What follows belongs to an exercise in optimizing a design on an open flow for small area; a production flow would make more cautious choices. The RTL was checked by simulation tests, not by an equivalence proof against the original design. Power and IR drop assume default switching activity.

### design/flow/config.mk
export PLATFORM = sky130hd
export DESIGN_NAME = vector_unit_top
export DESIGN_NICKNAME = vector_unit_top
export VERILOG_FILES = /design/flow/design.v
export SDC_FILE = /design/flow/constraint.sdc
export NUM_CORES = 4
export LEC_CHECK = 0
export CAP_MARGIN = 20
export CORE_MARGIN = 2
export CORE_UTILIZATION = 60
export CTS_BUF_LIST = sky130_fd_sc_hd__clkbuf_4 sky130_fd_sc_hd__clkbuf_8
export CTS_CLUSTER_DIAMETER = 100
export CTS_CLUSTER_SIZE = 40
export PLACE_DENSITY = 0.8
export SLEW_MARGIN = 20
### design/flow/constraint.sdc
create_clock -name core_clock -period 5.0 [get_ports {clk_i}]
set_input_delay 1.0000 -clock core_clock [delete_from_list [all_inputs] [get_ports {clk_i}]]
set_output_delay 1.0000 -clock core_clock [all_outputs]
set_load 0.01 [all_outputs]
### design/flow/design.v
package vector_unit_pkg;
    typedef enum logic [1:0] {
        ESIZE_8  = 2'b00,
        ESIZE_16 = 2'b01
    } esize_t;
    typedef enum logic [3:0] {
        OP_VSRA       = 4'd0,
        OP_RND_VSRA   = 4'd1,
        OP_VSRL       = 4'd2,
        OP_RND_VSRL   = 4'd3,
        OP_VSLL       = 4'd4,
        OP_SAT_VSLL   = 4'd5,
        OP_VSATL_SMPR = 4'd6,
        OP_VSATL_RNDR = 4'd7,
        OP_VADD       = 4'd8,
        OP_VSUB       = 4'd9,
        OP_SAT_VADD   = 4'd10,
        OP_SAT_VSUB   = 4'd11
    } vunit_op_t;
    typedef enum logic [2:0] {
        VSRA, RND_VSRA, VSRL, RND_VSRL, VSLL, SAT_VSLL, VSATL_SMPR, VSATL_RNDR
    } vshift_uops_t;
    typedef enum logic [1:0] {
        VADD, VSUB, SAT_VADD, SAT_VSUB
    } vadd_uops_t;
endpackage : vector_unit_pkg
`timescale 1ns/1ps
module vector_unit_top (
    input  logic                  clk_i,
    input  logic                  rst_n_i,
    input  logic                  wb_cyc_i,
    input  logic                  wb_stb_i,
    input  logic                  wb_we_i,
    input  logic [5-1:0] wb_adr_i,
    input  logic [32-1:0] wb_dat_i,
    input  logic [3:0]            wb_sel_i,
    output logic [32-1:0] wb_dat_o,
    output logic                  wb_ack_o
);
    logic [31:0] opa_q, opb_q, res_q;
    logic [4:0]  opb_lo_q;
    logic [31:5] opb_hi_q;
    logic [3:0]  op_q;
    logic [1:0]  es_q;
    logic [3:0]  cl_q;
    logic        e8r_q;
    logic        a_vld, b_vld, c_vld, r_vld;
    logic req, a_opa, a_opb, a_ctrl, a_res, a_stat;
    assign req    = wb_cyc_i && wb_stb_i && !wb_ack_o;
    assign a_opa  = (wb_adr_i == 5'h00);
    assign a_opb  = (wb_adr_i == 5'h04);
    assign a_ctrl = (wb_adr_i == 5'h08);
    assign a_res  = (wb_adr_i == 5'h0C);
    assign a_stat = (wb_adr_i == 5'h10);
    logic [31:0] z, sh, res_d;
    logic [3:0]  clamp_b;
    logic        e8, run, pass2_q;
    logic        wr_opa, wr_opb, wr_ctrl;
    assign wr_opa  = wb_ack_o && wb_we_i && a_opa;
    assign wr_opb  = wb_ack_o && wb_we_i && a_opb;
    assign wr_ctrl = req && wb_we_i && a_ctrl;
    assign run     = wb_ack_o && wb_we_i && a_ctrl && !(op_q[3] && op_q[2]);
    always_ff @(posedge clk_i or negedge rst_n_i) begin
        if (!rst_n_i) begin
            wb_ack_o    <= 1'b0;
            a_vld       <= 1'b0;
            b_vld       <= 1'b0;
            c_vld       <= 1'b0;
            r_vld       <= 1'b0;
            opb_lo_q    <= '0;
        end else begin
            wb_ack_o <= req;
            if (wr_opa)  a_vld <= 1'b1;
            if (wr_opb)  b_vld <= 1'b1;
            if (wr_ctrl) c_vld <= 1'b1;
            if (run)     r_vld <= 1'b1;
            if (wr_opb)  opb_lo_q <= wb_dat_i[4:0];
        end
    end
    always_ff @(posedge clk_i) begin
        pass2_q <= run;
    end
    assign opb_q = {opb_hi_q, opb_lo_q};
    always_ff @(posedge clk_i) begin
        if (wr_opa) opa_q <= wb_dat_i;
        if (wr_opb) opb_hi_q <= wb_dat_i[31:5];
        if (wr_ctrl) begin
            op_q <= wb_dat_i[3:0];
            es_q <= wb_dat_i[5:4];
        end
        if (pass2_q) begin
            res_q <= res_d;
            cl_q  <= clamp_b;
            e8r_q <= e8;
        end else if (run) begin
            res_q <= sh & {32{a_vld}};
        end
    end
    logic       sel_a, sel_b, sel_r, sel_c, sel_s;
    logic [3:0] sel_rk, sel_rc, fill_rd, top_rd, top7_rd;
    assign sel_a = a_opa  && a_vld;
    assign sel_b = a_opb  && b_vld;
    assign sel_r = a_res  && r_vld;
    assign sel_c = a_ctrl && c_vld;
    assign sel_s = a_stat && r_vld;
    assign sel_rk  = {4{sel_r}} & ~cl_q;
    assign sel_rc  = {4{sel_r}} & cl_q;
    always_comb begin
        for (int j = 0; j < 4; j++) begin
            logic lmsb;
            if (j % 2 == 1) lmsb = res_q[8*j+7];
            else            lmsb = e8r_q ? res_q[8*j+7] : res_q[8*j+15];
            top_rd[j]  = e8r_q || (j % 2 == 1);
            fill_rd[j] = sel_rc[j] && lmsb;
            top7_rd[j] = sel_rc[j] && (top_rd[j] ? !lmsb : lmsb);
        end
        for (int i = 0; i < 32; i++) begin
            wb_dat_o[i] = (sel_a && opa_q[i]) || (sel_b && opb_q[i]) ||
                          (sel_rk[i/8] && res_q[i]) ||
                          ((i % 8 == 7) ? top7_rd[i/8] : fill_rd[i/8]);
        end
        wb_dat_o[5:0] = wb_dat_o[5:0] | ({6{sel_c}} & {es_q, op_q});
        wb_dat_o[1]   = wb_dat_o[1] | (sel_s && (|cl_q));
    end
    logic is_add, neg, left, sat, rnd, logical, sub, satadd;
    assign e8      = (es_q == 2'b00);
    assign is_add  = op_q[3];
    assign neg     = opb_q[4];
    assign left    = !is_add && ((op_q[2:1] == 2'b10) || ((op_q[2:1] == 2'b11) && !neg));
    assign sat     = !is_add && ((op_q[2:0] == 3'd5) || ((op_q[2:1] == 2'b11) && !neg));
    assign rnd     = !is_add && ((op_q[2:0] == 3'd1) || (op_q[2:0] == 3'd3) ||
                                 ((op_q[2:0] == 3'd7) && neg));
    assign logical = (op_q[2:1] == 2'b01);
    assign sub     = op_q[0];
    assign satadd  = is_add && op_q[1];
    logic [3:0] s_pos, s_neg, k_in, k_d, k_q, k;
    logic       k3, kz, left_in;
    assign s_pos   = opb_q[3:0];
    assign s_neg   = 4'd0 - opb_q[3:0];
    assign left_in = !wb_dat_i[3] && ((wb_dat_i[2:1] == 2'b10) ||
                                      ((wb_dat_i[2:1] == 2'b11) && !neg));
    assign k_in    = wb_dat_i[3] ? 4'd0 : ((left_in ^ neg) ? s_neg : s_pos);
    assign k_d     = {k_in[3] && (wb_dat_i[5:4] != 2'b00), k_in[2:0]};
    always_ff @(posedge clk_i) begin
        k_q <= k_d;
    end
    assign k  = k_q;
    assign k3 = k_q[3];
    assign kz = (k_q == 4'd0);
    logic [7:0] v;
    always_comb begin
        for (int b = 0; b < 8; b++) v[b] = (b + k[2:0] >= 8);
    end
    logic [31:0] y;
    logic [3:0]  lsign;
    always_comb begin
        for (int j = 0; j < 4; j++) begin
            for (int b = 0; b < 8; b++) begin
                y[8*j+b] = opa_q[8*j + ((b + k[2:0]) % 8)];
            end
        end
        for (int j = 0; j < 4; j++) begin
            for (int b = 0; b < 8; b++) begin
                z[8*j+b] = (((v[b] && !e8) ^ k3)) ? y[8*(j^1)+b] : y[8*j+b];
            end
        end
    end
    assign lsign[0] = a_vld && (e8 ? opa_q[7]  : opa_q[15]);
    assign lsign[1] = a_vld && opa_q[15];
    assign lsign[2] = a_vld && (e8 ? opa_q[23] : opa_q[31]);
    assign lsign[3] = a_vld && opa_q[31];
    logic [31:0] x;
    assign x = z;
    logic [15:0] u, keep, fsel, lsel;
    logic [3:0]  fillv, lost_b;
    logic [31:0] lostb;
    assign fillv = lsign & {4{!logical}};
    always_comb begin
        for (int b = 0; b < 8; b++) begin
            u[b]   = v[b] && (e8 || k3);
            u[8+b] = v[b] || k3;
        end
        for (int p = 0; p < 16; p++) begin
            keep[p] = left ? (u[p] || kz) : !u[p];
            fsel[p] = !left && u[p];
            lsel[p] = left && !u[p] && !kz;
        end
        for (int i = 0; i < 32; i++) begin
            sh[i]    = (keep[i%16] && x[i]) || (fsel[i%16] && fillv[i/8]);
            lostb[i] = lsel[i%16] && x[i];
        end
        for (int j = 0; j < 4; j++) lost_b[j] = |lostb[8*j +: 8];
    end
    logic [3:0] lost_l, r_l;
    assign lost_l[0] = e8 ? lost_b[0] : (lost_b[0] || lost_b[1]);
    assign lost_l[1] = e8 ? lost_b[1] : (lost_b[0] || lost_b[1]);
    assign lost_l[2] = e8 ? lost_b[2] : (lost_b[2] || lost_b[3]);
    assign lost_l[3] = e8 ? lost_b[3] : (lost_b[2] || lost_b[3]);
    assign r_l[0] = !kz && (e8 ? x[7] : x[15]);
    assign r_l[1] = !kz && x[15];
    assign r_l[2] = !kz && (e8 ? x[23] : x[31]);
    assign r_l[3] = !kz && x[31];
    logic [3:0] shmsb, satcl;
    assign shmsb[0] = e8 ? sh[7]  : sh[15];
    assign shmsb[1] = sh[15];
    assign shmsb[2] = e8 ? sh[23] : sh[31];
    assign shmsb[3] = sh[31];
    assign satcl    = (lost_l | shmsb) & {4{sat && a_vld}};
    logic [3:0] fl_q;
    always_ff @(posedge clk_i) begin
        fl_q <= satcl | (r_l & {4{a_vld && rnd}});
    end
    logic [31:0] bb, sum;
    logic [3:0]  cin;
    logic bgate_q, subx_q;
    always_ff @(posedge clk_i) begin
        bgate_q <= is_add && b_vld;
        subx_q  <= is_add && sub;
    end
    assign bb = (opb_q & {32{bgate_q}}) ^ {32{subx_q}};
    always_comb begin
        for (int j = 0; j < 4; j++) begin
            cin[j] = subx_q || (rnd && fl_q[j]);
        end
    end
    logic [3:0] bci, bco;
    always_comb begin
        bci[0] = cin[0];
        bci[1] = e8 ? cin[1] : bco[0];
        bci[2] = cin[2];
        bci[3] = e8 ? cin[3] : bco[2];
    end
    for (genvar j = 0; j < 4; j++) begin : g_byte
        logic [7:0] p, g;
        logic [8:0] c;
        logic g10, p10, g32, p32, g54, p54, g76, p76, g30, p30, g74, p74, g70, p70;
        assign p = res_q[8*j +: 8] ^ bb[8*j +: 8];
        assign g = res_q[8*j +: 8] & bb[8*j +: 8];
        assign g10 = g[1] | (p[1] & g[0]);  assign p10 = p[1] & p[0];
        assign g32 = g[3] | (p[3] & g[2]);  assign p32 = p[3] & p[2];
        assign g54 = g[5] | (p[5] & g[4]);  assign p54 = p[5] & p[4];
        assign g76 = g[7] | (p[7] & g[6]);  assign p76 = p[7] & p[6];
        assign g30 = g32 | (p32 & g10);     assign p30 = p32 & p10;
        assign g74 = g76 | (p76 & g54);     assign p74 = p76 & p54;
        assign g70 = g74 | (p74 & g30);     assign p70 = p74 & p30;
        assign c[0] = bci[j];
        assign c[1] = g[0] | (p[0] & c[0]);
        assign c[2] = g10 | (p10 & c[0]);
        assign c[3] = g[2] | (p[2] & c[2]);
        assign c[4] = g30 | (p30 & c[0]);
        assign c[5] = g[4] | (p[4] & c[4]);
        assign c[6] = g54 | (p54 & c[4]);
        assign c[7] = g[6] | (p[6] & c[6]);
        assign c[8] = g70 | (p70 & c[0]);
        assign sum[8*j +: 8] = p ^ c[7:0];
        assign bco[j] = c[8];
    end
    logic [3:0] amsb, bmsb, smsb, top_b;
    always_comb begin
        for (int j = 0; j < 4; j++) begin
            top_b[j] = e8 || (j % 2 == 1);
            if (j % 2 == 1) begin
                amsb[j] = res_q[8*j+7];
                bmsb[j] = bb[8*j+7];
                smsb[j] = sum[8*j+7];
            end else begin
                amsb[j] = e8 ? res_q[8*j+7]  : res_q[8*j+15];
                bmsb[j] = e8 ? bb[8*j+7]  : bb[8*j+15];
                smsb[j] = e8 ? sum[8*j+7] : sum[8*j+15];
            end
            clamp_b[j] = (satadd && (amsb[j] == bmsb[j]) && (smsb[j] != amsb[j])) ||
                         (sat && fl_q[j]);
        end
        for (int i = 0; i < 32; i++) begin
            if ((i % 8 == 7) && top_b[i/8] && sat && fl_q[i/8])
                res_d[i] = !lsign[i/8];
            else
                res_d[i] = sum[i];
        end
    end
endmodule
### design/flow/flow/run.sh
#!/bin/bash
# Layout flow: the standard ORFS flow (standard.sh), with these changes
# in how the layout is made:
#  - synthesis maps the logic with the area-oriented ABC script in
#    flow/abc.script; the rest of the synthesis script is ORFS's own, so the
#    registers and their names are those of the standard synthesis;
#  - the port buffers are sky130_fd_sc_hd__buf_1 cells;
set -euo pipefail
HERE=$PWD
FLOWDIR=$HERE/flow

# Synthesis script: the standard flow's, sourcing ORFS's synth.tcl with the ABC script
# swapped for ours
sed "/source \$::env(SCRIPTS_DIR)\/synth_preamble.tcl/a set abc_args [lreplace \$abc_args 1 1 $FLOWDIR/abc.script]" \
    "$FLOW_HOME/scripts/synth.tcl" > "$HERE/synth_own.tcl"
sed "s|source \$::env(SCRIPTS_DIR)/synth.tcl|source $HERE/synth_own.tcl|" \
    "$HERE/synth_recipe.tcl" > "$HERE/synth_recipe_own.tcl"
grep -q "synth_own.tcl" "$HERE/synth_recipe_own.tcl"
grep -q "abc.script" "$HERE/synth_own.tcl"

args=(SYNTH_SCRIPT="$HERE/synth_recipe_own.tcl"
      "BUFFER_PORTS_ARGS=-buffer_cell sky130_fd_sc_hd__buf_1")
if [[ -f "$FLOWDIR/make_args.txt" ]]; then
    while IFS= read -r line; do
        [[ -n "$line" ]] && args+=("$line")
    done < "$FLOWDIR/make_args.txt"
fi
bash "$HERE/standard.sh" "${args[@]}" finish > "$HERE/standard.log" 2>&1
### design/flow/flow/abc.script
strash
dch -f
amap -F 3
topo
stime -c
### design/flow/flow/make_args.txt
ADDER_MAP_FILE=
CTS_ARGS=-sink_clustering_enable -repair_clock_nets -sink_clustering_size 40 -sink_clustering_max_diameter 100 -buf_list {sky130_fd_sc_hd__clkbuf_4 sky130_fd_sc_hd__clkbuf_8} -dont_use_dummy_load
### design/flow/standard.sh
#!/bin/bash
# synth_recipe.tcl (not shown) runs the flow's synth.tcl, then flattens the netlist and writes it again
# the make line also repeats each setting of config.mk as NAME=value (left out here)
make -C /OpenROAD-flow-scripts/flow DESIGN_CONFIG=/design/flow/config.mk WORK_HOME=/design/flow/orfs CLKGATE_MAP_FILE= SYNTH_SCRIPT=/design/flow/synth_recipe.tcl "${@:-finish}"
==> metrics.md, run 1 <==
| Metric | Value |
|---|---|
| Rows | 42 |
| Initial Utilization | 0.615 |
| Post-CTS Setup Bufs | 0 |
| Worst hold path class | reg2reg |
| R2r setup slk | roughly 320 ps |
| Vias in the first global route | between 7000 and 8000 |
| Sum Neg Setup Slack | 0 ps |
| Placer Congestion | approximately 1.0 |
| Required @ worst endpoint | just over 5000 ps |
| Avg Inst Size Synth | roughly 8.7 um^2 |
| CTS Buf Count | 17 |
| Syn Std Cell Area | roughly 8100 um^2 |
| Post-synth ARST share | 0.0813 |
| RSZ-0062 raised after global routing | false |
| Total core area | about 13000 um^2 |
| Clk_skew | approximately 31 ps |
| Initial antenna violation count | 1 |
| Overall power | between 0.002 and 0.0025 W |
| Rel. slew slack | 0.284 |
| Sw frac | 0.309 |
| Most used DFF post-synth | edfxtp_1 |
| Pin count of the biggest net entering global routing | 37 |
| Cell with the most instances after synthesis | nor2_1 |
| Die Height | roughly 120 um |
| Worst VDD drop | roughly 0.2 mV |
| Post-synth cell types | 34 |
| Post-DRT Antenna Nets | 0 |
| Post-Route WL | 26.5 mm |
| Final Hold Viols | 0 |
| Clock Latency Late Sink | 460 ps |
| Global-route wire length before repair | 40.4 mm |
| #FFs+latches synth | around 120 |
| Measured slew at the worst slew-check pin | about 1100 ps |
| Num ports | 79 |
| Met3 GRT Util | 0.106 |
| Simple-gate share of the synthesized area | 0.129 |
| Multi-input logic area | 4370 um^2 |
| Setup Viol. Count Final | 0 |
| CTS clk-pin slew, worst paths | about 70 ps |
| Die W | 120 um |
| Max Cap Viol | 0 |
| CP Capture Type | flip-flop |
| Post-synthesis xor/xnor area fraction | 0.0108 |
| Register area share after synthesis | 0.434 |
| Power share of the combinational group | 0.266 |
| Final period utilization | 0.935 |
| Die area | about 15000 um^2 |
| Root Buffer | clkbuf_8 |
| Main combinational cell family by area after synthesis | compound AO/OA/AOI/OAI gates |
| Leak Pwr | 2.99 nW |
| Met1 usage in global routing | 0.497 |
| Synthesized instance count | approximately 940 |
| Seq pwr share | 0.474 |
| WS Path Type | reg2reg |
| Number of fill cells | 1130 |
| Share of cells above drive strength 1 | 0.0464 |
| Max frequency | ~210 MHz |
| Sequential Area | roughly 3500 um^2 |
| Synth Area in Compound Gates | 0.394 |
| Cell taking the most area after synthesis | edfxtp_1 |
| Tmin final | about 4700 ps |
| DR WL/cell | around 22 um |
| Worst setup margin | ~320 ps |
| EDFF count, synth | 102 |
| CTS Hold Buffers Added | 0 |
| Area growth syn-to-layout | 11.9% |
| Vias post-DR | roughly 8600 |
| P_sw | 0.000754 W |
| Post_cts resized | 0 |
| Internal power | 0.00168 W |
| Gr usage total | 0.368 |
| Drt first-iter violations | 1105 |
| Critical Path Start Type | flip-flop |
| Met2 Use GR | 0.570 |
| Gr ovfl total | 0 |
| Vias/cell | 6.94 |
| Synth top cells by count | 113 x nor2_1, 104 x o22ai_1, 102 x edfxtp_1 |
| Clock sinks | 123 |
| CTS H-tree lvls | 4 |
| Worst Path Arrival | approximately 4800 ps |
| Adder-cell share of the synthesized area | 0 |
| Syn nets | 985 |
| Clock buffer depth | 2 |
| Final core occ | 0.688 |
| Worst-path fanout max | 5 |
| CTS tree | built |
| DRC | 0 |
| HPWL after DPL | ~19 mm |
| Slew Limit Fails | 0 |
| Main area contributors after synthesis | edfxtp_1 38%, o22a_1 9.8%, o22ai_1 8.0% |
| GRT Max-Usage Layer | met2 |
| Synthesis Warnings | 1 |
| Status | complete, no violations |
| Mux contribution to synthesized area | 0 |
| I/O Buffers | 74 |
| Top-area cell type share of the netlist area | 0.376 |
| Nets@finish | between 1000 and 1500 |
| Pwr dens | 268 nW/um^2 |
| First-pass DRT Iterations | 6 |
| Clock Power Share | 0.260 |
| Place WS | 595 ps |
==> cells by family after synthesis <==
| kind of cell | after synthesis |
|---|---|
| AO/OA/AOI/OAI | 482 |
| buffers and inverters | 68 |
| XOR/XNOR | 10 |
| AND/OR/NAND/NOR | 256 |
| flip-flops | 123 |
==> routing by layer <==
| layer | vias to the layer above | part of all wire |
|---|---|---|
| li1 | 4052 | - |
| met1 | 3929 | 0.42 |
| met2 | 524 | 0.45 |
| met3 | 51 | 0.11 |
| met4 | 0 | 0.022 |
| met5 | - | 0 |
==> through the flow <==
stage	hold WS [ps]	cells	area, um^2
6_report	487	1232	9110
5_1_grt	512	1231	9100
4_1_cts	475	1230	9080
3_5_place_dp	464	1213	8840
3_3_place_gp	452	1213	8840
2_1_floorplan	443	939	8140
==> registers in the layout, indices dropped and copies added (netlist names) <==
| register | cells |
|---|---|
| es_q | 2 |
| op_q | 4 |
| r_vld | 1 |
| subx_q | 1 |
| wb_ack_o | 1 |
| b_vld | 1 |
| cl_q | 4 |
| pass2_q | 1 |
| c_vld | 1 |
| bgate_q | 1 |
| k_q | 4 |
| a_vld | 1 |
| opa_q | 32 |
| opb_hi_q | 27 |
| fl_q | 4 |
| res_q | 32 |
| e8r_q | 1 |
| opb_lo_q | 5 |
==> worst paths after layout <==
kind | to | cells past startpoint | from
max in group asynchronous | opb_lo_q[2]$_DFFE_PN0P_ | 1 | rst_n_i
min reg2reg | wb_ack_o$_DFF_PN0_ | 1 | wb_ack_o$_DFF_PN0_
min | wb_ack_o$_DFF_PN0_ | 1 | wb_ack_o$_DFF_PN0_
max reg2reg | cl_q[0]$_DFFE_PP_ | 20 | op_q[2]$_DFFE_PP_
max | cl_q[0]$_DFFE_PP_ | 20 | op_q[2]$_DFFE_PP_
min in group asynchronous | wb_ack_o$_DFF_PN0_ | 1 | rst_n_i
==> critical path, stage by stage (launching register included) <==
cell and delay, ps:
edfxtp_1 370, clkinv_1 140, nor3_1 260, a21oi_1 100, nand3_1 150, o21ai_0 150, nand2_1 130, a31oi_1 150
a21oi_1 360, nor4_1 90, o22ai_1 700, o41ai_1 130, buf_4 180, a21oi_1 270, o21ai_0 150, buf_4 160
o21ai_0 350, o22a_1 210, nor3_1 50, a31oi_1 170, o22ai_1 100
==> cell usage in the layout (no fill, tap or decap), drive strengths merged, types with 17 or more instances in the layout <==
| master | instances |
|---|---|
| o21ai | 97 |
| o22ai | 104 |
| a222oi | 32 |
| buf | 99 |
| nor2 | 113 |
| o22a | 91 |
| clkinv | 68 |
| clkbuf | 17 |
| edfxtp | 102 |
| a21oi | 84 |
| a31oi | 38 |
| nand2 | 94 |
==> cell type report <==
class                   instances  share of cell area
multi-input cells             748               0.480
repair buffers                 99              0.0533
clock buffers                  17              0.0257
flip-flops and latches        123               0.388
inverters                      68              0.0280
diodes                          1            0.000275
well taps                     176              0.0242
==> power groups by stage <==
stage                     Clock (W)  Sequential, W  Combinational (W)
after floorplan                   0        0.00118           0.000440
after global placement            0        0.00118           0.000615
after detailed placement          0        0.00118           0.000621
after CTS                  0.000637        0.00116           0.000625
after global routing       0.000674        0.00116           0.000691
final                      0.000634        0.00116           0.000647
==> run 2: changes to the inputs <==
==> design/flow/flow/make_args.txt (replaced) <==
ADDER_MAP_FILE=
CTS_ARGS=-sink_clustering_enable -repair_clock_nets -sink_clustering_size 40 -sink_clustering_max_diameter 100 -root_buf sky130_fd_sc_hd__clkbuf_8 -buf_list {sky130_fd_sc_hd__clkbuf_4} -dont_use_dummy_load
==> metrics.md, run 2 <==
| Metric | Value |
|---|---|
| Max Cap Viol | 0 |
| Die W | roughly 120 um |
| Post-Route WL | between 20 and 30 mm |
| Most common cell after layout, fill and taps aside | nor2_1 |
| RSZ-0062 raised after global routing | false |
| Register area share after synthesis | 0.434 |
| Worst hold path class | reg2reg |
| Syn Std Cell Area | about 8000 um^2 |
| CP Capture Type | flip-flop |
| First-pass DRT Iterations | 6 |
| Root Buffer | clkbuf_8 |
| CP peak stage delay | ~660 ps |
| Top-area cell type share of the netlist area | 0.376 |
| Clock buffer depth | 2 |
| Main area contributors after synthesis | edfxtp_1 38%, o22a_1 9.8%, o22ai_1 8.0% |
| CTS Hold Buffers Added | 0 |
| Met3 GRT Util | 0.0788 |
| Setup Viol. Count Final | 0 |
| Cell with the most instances after synthesis | nor2_1 |
| Area growth syn-to-layout | 10.6% |
| Biggest regs | opa_q: 32 flops, res_q: 32 flops, opb_hi_q: 27 flops |
| Critical Path Start Type | flip-flop |
| Syn nets | 985 |
| Pwr dens | roughly 250 nW/um^2 |
| Die area | 14500 um^2 |
| DR WL/cell | between 20 and 25 um |
| DRC | 0 |
| Multi-input logic area | ~4400 um^2 |
| CTS H-tree lvls | 4 |
| Num ports | between 70 and 80 |
| Post_cts resized | 0 |
| Gr ovfl total | 0 |
| Status | complete, no violations |
| Met1 usage in global routing | 0.513 |
| Post-DRT Antenna Nets | 0 |
| CTS clk-pin slew, worst paths | around 110 ps |
| Share of cells above drive strength 1 | 0.0464 |
| I/O Buffers | 74 |
| Rows | between 40 and 50 |
| Max frequency | roughly 210 MHz |
| GRT Max-Usage Layer | met2 |
| Sequential Area | roughly 3500 um^2 |
| CTS tree | built |
| WS Path Type | reg2reg |
| Post-CTS Setup Bufs | 0 |
| Synthesized instance count | 939 |
| Number of fill cells | between 1000 and 1500 |
| Avg Inst Size Synth | 8.67 um^2 |
| Tmin final | ~4700 ps |
| Placer Congestion | ~1.0 |
| Synthesis Warnings | 1 |
| Pin count of the biggest net entering global routing | 37 |
| Measured slew at the worst slew-check pin | approximately 1100 ps |
| EDFF count, synth | about 100 |
| Leak Pwr | ~3.0 nW |
| Final Hold Viols | 0 |
| Global-route wire length before repair | between 40 and 50 mm |
| Total core area | about 13000 um^2 |
| #FFs+latches synth | about 120 |
| CTS Buf Count | 17 |
| Crit-path cells | clkinv_1 -> nor3_1 -> a21oi_1 -> nand3_1 -> o21ai_0 -> nand2_1 -> a31oi_1 -> a21oi_1 -> nor4_1 -> o22ai_1 -> o41ai_1 -> buf_4 -> a21oi_1 -> o21ai_0 -> buf_4 -> o21ai_0 -> o22a_1 -> nor3_1 -> a31oi_1 -> o22ai_1 |
| Worst-path fanout max | 5 |
| Post-synth cell types | 34 |
| Drt first-iter violations | between 1000 and 1500 |
| Area after DPL | about 8800 um^2 |
| Vias in the first global route | about 7500 |
| Gr usage total | 0.365 |
| Antenna Cells | 0 |
| HPWL after DPL | approximately 19 mm |
| Sum Neg Setup Slack | 0 ps |
| Rel. slew slack | 0.284 |
| Post-synth ARST share | 0.0813 |
| Die Height | 120 um |
| Vias post-DR | 8578 |
| Synth top cells by count | 113 x nor2_1, 104 x o22ai_1, 102 x edfxtp_1 |
| Family with the most delay on the worst path | compound AO/OA/AOI/OAI gates |
| Initial Utilization | 0.615 |
| Final period utilization | 0.941 |
| Clock sinks | between 100 and 150 |
| Clk_skew | 39.4 ps |
| Worst Path Arrival | about 4800 ps |
| Slew Limit Fails | 0 |
| Worst VDD drop | around 0.18 mV |
| Most frequent cells in the layout | 109 x nor2_1, 104 x o22ai_1, 102 x edfxtp_1 |
| Most used DFF post-synth | edfxtp_1 |
| Initial antenna violation count | 0 |
| CP Buf/Inv Count | 3 |
| Vias/cell | 6.97 |
| Critical path's slowest cell | o22ai_1 |
| Design area | 9000 um^2 |
| Nets@finish | between 1000 and 1500 |
| Clock Latency Late Sink | 430 ps |
| Required @ worst endpoint | between 5000 and 6000 ps |
| Cell taking the most area after synthesis | edfxtp_1 |
| Met2 Use GR | 0.570 |
-- run 2: cell counts after synthesis --
Identical to the previous run, type by type.
-- run 2: final timing paths --
check                                     endpoint  cells after the start  slack [ps]               start
max                              cl_q[0]$_DFFE_PP_                     20         300   op_q[2]$_DFFE_PP_
min                             wb_ack_o$_DFF_PN0_                      1         470  wb_ack_o$_DFF_PN0_
max reg2reg                      cl_q[0]$_DFFE_PP_                     20         300   op_q[2]$_DFFE_PP_
min reg2reg                     wb_ack_o$_DFF_PN0_                      1         470  wb_ack_o$_DFF_PN0_
max in group asynchronous  opb_lo_q[2]$_DFFE_PN0P_                      1        4050             rst_n_i
min in group asynchronous       wb_ack_o$_DFF_PN0_                      1         530             rst_n_i
-- run 2: layout make-up --
class                   instances  area share
flip-flops and latches        123       0.393
inverters                      68      0.0283
repair buffers                 99      0.0539
well taps                     176      0.0245
multi-input cells             748       0.486
clock buffers                  17      0.0149
-- run 2: per-layer routing --
metal	routed length (um)	part of all wire	vias to the layer above
met3	2940	0.11	45
met5	0	0	-
li1	-	-	4046
met1	10900	0.41	3938
met2	12000	0.45	549
met4	545	0.021	0
-- run 2: cell families (layout without fill, tap and decap cells) --
group / after synthesis / after routing / share of synthesized area
XOR/XNOR: 10 / 10 / 0.0108
AND/OR/NAND/NOR: 256 / 256 / 0.129
flip-flops: 123 / 123 / 0.434
buffers and inverters: 68 / 184 / 0.0314
AO/OA/AOI/OAI: 482 / 482 / 0.394
-- run 2: worst reg2reg max path: stages (launching register included) --
cell and delay (ps):
edfxtp_1 380, clkinv_1 140, nor3_1 290, a21oi_1 100, nand3_1 160, o21ai_0 150
nand2_1 130, a31oi_1 150, a21oi_1 390, nor4_1 90, o22ai_1 660, o41ai_1 130
buf_4 180, a21oi_1 270, o21ai_0 150, buf_4 160, o21ai_0 350, o22a_1 210
nor3_1 50, a31oi_1 170, o22ai_1 100
-- run 2: through the flow --
step	cells	util	hold WS, ps	setup slack, ps	total power, W
after floorplan	939	-	443	456	0.00162
after global placement	1213	0.668	452	692	0.00179
after detailed placement	1213	0.668	464	595	0.00180
after CTS	1230	0.678	480	524	0.00226
after global routing	1231	0.680	517	79.0	0.00236
final	1231	0.680	472	297	0.00228
-- run 2: power breakdown --
group | switching, W | total (W) | internal [W]
logic | 0.000398 | 0.000647 | 0.000249
clock network | 0.000311 | 0.000477 | 0.000166
registers | 0.0000186 | 0.00115 | 0.00114
total | 0.000728 | 0.00228 | 0.00155

[re-timing with driven ports]
No port has a modelled driver above. Below, the same layouts with a new extraction and two added sets of constraints. Step 1 sets driving cells, clkbuf_16 on the clock port and buf_2 on the other inputs (assumed; they add their load-dependent delay and slew). Step 2 moves the port delays by t, midway between the first and last clock arrival at a register: inputs arrive t later, outputs are due t later. That takes back most of the time a late clock gives input paths. Three values: no drivers, after step 1, after step 2; two values: the first two.
run	t (ns)	slack for setup (ns)	hold slack, ns
run 1	0.478	0.324 / 0.324 / 0.324	0.487 / 0.487 / 0.487
run 2	0.448	0.297 / 0.297 / 0.297	0.472 / 0.472 / 0.472
After both steps every run listed still meets setup and hold.
